What follows belongs to an exercise in optimizing a design on an open flow for small area; a production flow would make more cautious choices. In this exercise RTL edits were held to simulation tests only and were not proved equivalent to the original. Power figures rest on the tool's default switching activity, not on a simulated workload.

`config.mk`:
```
export PLATFORM = sky130hd
export DESIGN_NAME = registerfile_mp
export DESIGN_NICKNAME = registerfile_mp
export VERILOG_FILES = /design/flow/design.v
export SDC_FILE = /design/flow/constraint.sdc
export NUM_CORES = 4
export LEC_CHECK = 0
export CAP_MARGIN = 20
export CORE_MARGIN = 2
export CORE_UTILIZATION = 40
export SETUP_SLACK_MARGIN = 0.2
export SLEW_MARGIN = 20
```
`constraint.sdc`:
```
create_clock -name core_clock -period 8.0 [get_ports {clock}]
set_input_delay 1.6000 -clock core_clock [delete_from_list [all_inputs] [get_ports {clock}]]
set_output_delay 1.6000 -clock core_clock [all_outputs]
set_load 0.01 [all_outputs]
```
`design.v`:
```
package regfile_pkg;
    localparam int DEF_DATA_W   = 32;
    localparam int DEF_ADDR_W   = 5;
    localparam int DEF_NUM_READ = 2;
    localparam int MAX_READ     = 4;
    localparam int ZERO_REG     = 0;
endpackage
module regfile_read_port
#(
    parameter int DATA_W = regfile_pkg::DEF_DATA_W,
    parameter int ADDR_W = regfile_pkg::DEF_ADDR_W,
    parameter int DEPTH  = 1 << ADDR_W
) (
    input  logic [ADDR_W-1:0]             raddr,
    input  logic [DEPTH-1:0][DATA_W-1:0]  mem,
    input  logic [DEPTH-1:0]              busy,
    input  logic                          wen,
    input  logic [ADDR_W-1:0]             waddr,
    input  logic [DATA_W-1:0]             wdata,
    output logic [DATA_W-1:0]             rdata,
    output logic                          rbusy
);
    logic is_zero;
    assign is_zero = (raddr == ADDR_W'(regfile_pkg::ZERO_REG));
    logic unused_bypass;
    assign unused_bypass = ^{wen, waddr, wdata};
    always_comb begin
        rdata = '0;
        rbusy = 1'b0;
        if (!is_zero) begin
            rdata = mem[raddr];
            rbusy = busy[raddr];
        end
    end
endmodule
module registerfile_mp
#(
    parameter int DATA_W   = regfile_pkg::DEF_DATA_W,
    parameter int ADDR_W   = regfile_pkg::DEF_ADDR_W,
    parameter int NUM_READ = regfile_pkg::DEF_NUM_READ
) (
    input  logic                         clock,
    input  logic                         reset,
    input  logic [NUM_READ*ADDR_W-1:0]   ReadAddr,
    output logic [NUM_READ*DATA_W-1:0]   ReadData,
    output logic [NUM_READ-1:0]          ReadBusy,
    input  logic [ADDR_W-1:0]            WriteReg,
    input  logic [DATA_W-1:0]            WriteData,
    input  logic                         RegWrite,
    input  logic [ADDR_W-1:0]            IssueReg,
    input  logic                         IssueValid,
    output logic [(1<<ADDR_W)-1:0]       BusyVec
);
    localparam int DEPTH = 1 << ADDR_W;
    if (NUM_READ < 1 || NUM_READ > regfile_pkg::MAX_READ) begin : g_bad_num_read
        $error("registerfile_mp: NUM_READ must be in 1..4");
    end
    logic [DEPTH-1:0][DATA_W-1:0] mem;
    logic [DEPTH-1:0]             busy;
    logic                         wen;
    logic                         ien;
    assign wen = RegWrite && (WriteReg != ADDR_W'(regfile_pkg::ZERO_REG)) && !reset;
    assign ien = IssueValid && (IssueReg != ADDR_W'(regfile_pkg::ZERO_REG));
    always_ff @(posedge clock or posedge reset) begin
        if (reset) begin
            mem  <= '0;
            busy <= '0;
        end else begin
            if (wen) begin
                mem[WriteReg]  <= WriteData;
                busy[WriteReg] <= 1'b0;
            end
            if (ien) begin
                busy[IssueReg] <= 1'b1;
            end
        end
    end
    assign BusyVec = busy;
    for (genvar k = 0; k < NUM_READ; k++) begin : g_rd
        regfile_read_port #(
            .DATA_W (DATA_W),
            .ADDR_W (ADDR_W),
            .DEPTH  (DEPTH)
        ) u_rd (
            .raddr (ReadAddr[k*ADDR_W +: ADDR_W]),
            .mem   (mem),
            .busy  (busy),
            .wen   (wen),
            .waddr (WriteReg),
            .wdata (WriteData),
            .rdata (ReadData[k*DATA_W +: DATA_W]),
            .rbusy (ReadBusy[k])
        );
    end
endmodule
```
`run.sh`:
```
#!/bin/bash
# synth_recipe.tcl (not shown) runs the flow's synth.tcl, then flattens the netlist and writes it again
# the make line also repeats each setting of config.mk as NAME=value (left out here)
make -C /OpenROAD-flow-scripts/flow DESIGN_CONFIG=/design/flow/config.mk WORK_HOME=/design/flow/orfs CLKGATE_MAP_FILE= SYNTH_SCRIPT=/design/flow/synth_recipe.tcl finish
```
==> summary.txt <==
Clocking
  • Root Buffer: clkbuf_16
  • CTS tree: yes
  • Worst-path clk slew: around 0.06 ns
  • Clock latency on the worst-skew pair: a little over 0.7 ns
  • Post-CTS Hold Fix Bufs: 0
  • Total setup buffers inserted after CTS: 0
  • H-tree levels: 3
  • Resized Gates After CTS: 0
  • Inserted Clock Buffers: roughly 120
  • # clock sinks: around 1,100
  • Clock Path Buffers: 3

Cells and area
  • Layout Nets: between 3,000 and 4,000
  • Finished Cell Area: 64,200 um2
  • Layout cell share with drive strength beyond 1: between 40% and 50%
  • Area growth, synth to finish: 13.6%
  • Cell Count, Final, Fillers Out: between 5,000 and 6,000
  • Final core utilization: a little under half
  • FILL cells: roughly 12,000

Global routing
  • GRT Overall Usage: about a quarter
  • GRT overflow: 0
  • Initial antenna violation count: 16
  • Global-route wire length before repair: approximately 280 mm
  • Number of global-route vias before repair: about 38,000
  • Largest net degree at the start of global routing: 170

Yosys
  • Post-synth EDFFs: 0
  • Distinct cells, synth: 60
  • YS warnings: 2
  • Average size of a mapped cell: ~15 um2
  • Mux cell area share after synthesis: between 40 and 50%
  • #FFs+latches synth: 1,056
  • Syn Std Cell Area: approximately 57,000 um2
  • XOR/XNOR Fraction of Synth Area: less than 1%
  • Top_reg_cell synth: dfrtp_1
  • Combinational family with the most area after synthesis: multiplexers
  • Syn Nets: 3,956
  • Synth Area in Adders: 0.133%
  • Compound-gate portion of the synthesized area: under 10%
  • Sequential area share after synthesis: a little under half
  • Post-Synth Simple-Gate Area: around 2.8%
  • Asr flop ratio synth: 100%
  • Gate Count Post-Synth: 3,894

Critical path
  • Crit path buffers/inverters: 4
  • Family with the most delay on the worst path: buffers and inverters
  • Crit path cell chain: clkdlybuf4s50_1 > nor2b_4 > buf_4 > buf_4 > a22o_1 > a2111oi_0 > nor3_1 > clkdlybuf4s50_1
  • Worst Path Required: ~6.4 ns
  • Worst stage delay on the critical path: around 0.90 ns
  • WP data arrival: about 5.7 ns
  • Type of destination of the critical path: output port
  • Levels on crit path: 8
  • Crit Path Max Fanout: 14
  • Worst R2R Setup Slack: roughly 7 ns
  • CP Class: input port to output port
  • Startpoint types: input port
  • RR Startpoint: mem[1000]
  • CP max stage cell: clkdlybuf4s50_1
  • Worst R2R End: mem[1000]
  • FF-to-FF path depth: 2

STA
  • Fin crit share: 91.3%
  • RSZ-0062 raised after global routing: no
  • Clock period minus worst slack: approximately 7.3 ns
  • Final Hold Viols: 0
  • Tightest Pin Transition: 1.14 ns
  • Endpoints failing setup: 0
  • Layout Skew: 0 ns
  • Relative slew slack: a little under a quarter
  • Fmax: about 0.14 GHz
  • Final max-slew violation count: 0
  • Setup_tns: 0 ns
  • Worst setup margin: between 0.6 and 0.7 ns
  • Hold Worst Slack: ~0.4 ns

Place
  • GPL Wtd Cong: about 0.86
  • Final HPWL DP: roughly 110 mm
  • Area after DPL: around 60,000 um2
  • Placement Setup Slack: 0.858 ns
  • Port bufs: roughly 150
  • Placed cell count: 5,630

Worst hold path
  • Hold Crit Depth: 0
  • Worst min path class: register to register
  • Hold EP: mem[17]
  • Hold Crit Start: mem[17]

Route
  • DR vias/cell: around 6.4
  • DRT Pass-1 Iters: 5
  • Routed WL: between 150 and 200 mm
  • Routed vias: between 30,000 and 40,000
  • Antenna Nets Post-Route: 0
  • 1st-iter DRT viols: roughly 3,500
  • DRC Markers: 0
  • Drt wl/cell: around 33 um

Floorplanning
  • Die X: between 300 and 400 um
  • Die Y: 380 um
  • Starting density of the core: about 40%
  • Die footprint: around 140,000 um2
  • # IOs: roughly 150
  • Core area: approximately 140,000 um2
  • Num rows: approximately 140

Pwr
  • Peak VDD IR: roughly 0.00018 V
  • Total power: about 16 mW
  • Leakage Power: 28.4 nW
  • Cell Pwr Density: 246 nW/um2

Status
  • Outcome: complete, no violations

Run
  • Max_cap viols: 0
cell type report:
cell class / count / area (um2) / area share (%)
multi-input combinational: 2375 / 28400 / 44.2
sequential: 1056 / 26400 / 41.2
clock buffer: 159 / 3410 / 5.31
timing repair buffer: 302 / 2870 / 4.47
tap: 1876 / 2350 / 3.66
clock inverter: 51 / 657 / 1.02
inverter: 22 / 86.3 / 0.135
antenna: 4 / 10.0 / 0.0156
registers in the layout, indices dropped and copies added, names as in the netlist:
register	count
busy	32
mem	1024
placed cells by master (no fill, tap or decap), types with 37 or more instances in the layout:
cell type | netlist | final
a211oi_1 | 51 | 51
a22o_1 | 66 | 66
a22oi_1 | 66 | 66
buf_4 | 26 | 126
clkbuf_16 | 0 | 117
clkdlybuf4s50_1 | 0 | 127
dfrtp_1 | 1056 | 1056
mux2_2 | 985 | 985
mux2i_1 | 263 | 263
mux4_2 | 411 | 411
nand2_1 | 43 | 37
nor2b_1 | 47 | 43
nor3_1 | 52 | 50
o22ai_1 | 55 | 55
synth_stat cells (9+ instances only):
master,number,area share (%)
buf_4,26,0.35
nor3_1,52,0.46
a22oi_1,66,0.88
o21ai_0,31,0.27
nor4_1,25,0.28
mux2_2,985,20
mux2i_1,263,4.7
nor2_1,17,0.11
buf_1,16,0.11
buf_2,153,1.4
a32o_1,9,0.16
o221ai_1,32,0.50
nor2b_1,47,0.52
o32ai_1,19,0.29
clkbuf_1,243,1.6
o22ai_1,55,0.61
a2111oi_0,32,0.50
o2bb2ai_1,11,0.17
inv_1,22,0.15
mux4_2,411,16
mux2_1,20,0.40
a22o_1,66,1.0
and2_1,23,0.25
dfrtp_1,1056,47
nand2_1,43,0.29
a21oi_1,34,0.30
a211oi_1,51,0.68
nand3_1,18,0.16
power breakdown:
part | switching, mW | internal [mW] | total (mW) | leakage, nW
combinational | 1.33 | 1.79 | 3.11 | 12.4
sequential | 0.716 | 6.25 | 6.97 | 14.0
clock | 2.31 | 3.41 | 5.71 | 2.02
total | 4.35 | 11.4 | 15.8 | 28.4
cell families (layout without fill, tap and decap cells):
family,count (synthesis),count (layout)
AOI/OAI and AO/OA,415,415
xor gates and xnor gates,5,5
adders and majority gates,6,6
buffers and inverters,463,534
DFF,1056,1056
muxes,1679,1679
other,0,4
and+or+nand+nor,270,270
per-layer routing:
metal	up-vias	GRT usage [%]	share of wire (%)
li1	15100	-	-
met1	20300	36.9	42
met2	1597	41.2	47
met3	381	4.86	7.5
met4	18	9.38	3.8
met5	-	0	0.054
worst max path at each step:
stage	from	endpoint	slack, ns
floorplan	reset	busy[0]	-8.16
global placement	ReadAddr[8]	ReadData[38]	0.92
detailed placement	ReadAddr[8]	ReadData[38]	0.86
CTS	ReadAddr[8]	ReadData[38]	0.84
global route	ReadAddr[8]	ReadData[38]	0.74
finish	ReadAddr[8]	ReadData[38]	0.70
worst reg2reg max path, stage by stage, from the launching register on:
cell and delay (ns):
dfrtp_1 0.42, o21ai_0 0.16, o21ai_0 0.14

-- port drivers added, routing unchanged --
The flow's constraints put no driver on any port. The routed layout listed below was extracted and timed again, unchanged, in two steps.
Step 1 sets driving cells, clkbuf_16 on the clock port and buf_2 on the other inputs (assumed; they add their load-dependent delay and slew).
Step 2 adds t to the input delays and takes it off the output delays; t is the mean of the earliest and latest rising clock arrival at the registers after step 1. Input paths then give back, and output paths get back, about the clock's delay inside the block.
Three values: ideal, step 1, step 2; two values: the first two.
t (ns): 0.794
slack for setup (ns): 0.699 / 0.671 / 0.671
latest minus earliest clock arrival (ns): 0.029 / 0.028
After both steps this run still meets setup and hold. The setup slack of this run moves by -0.028 ns with the drivers and by -0.028 ns with both steps.
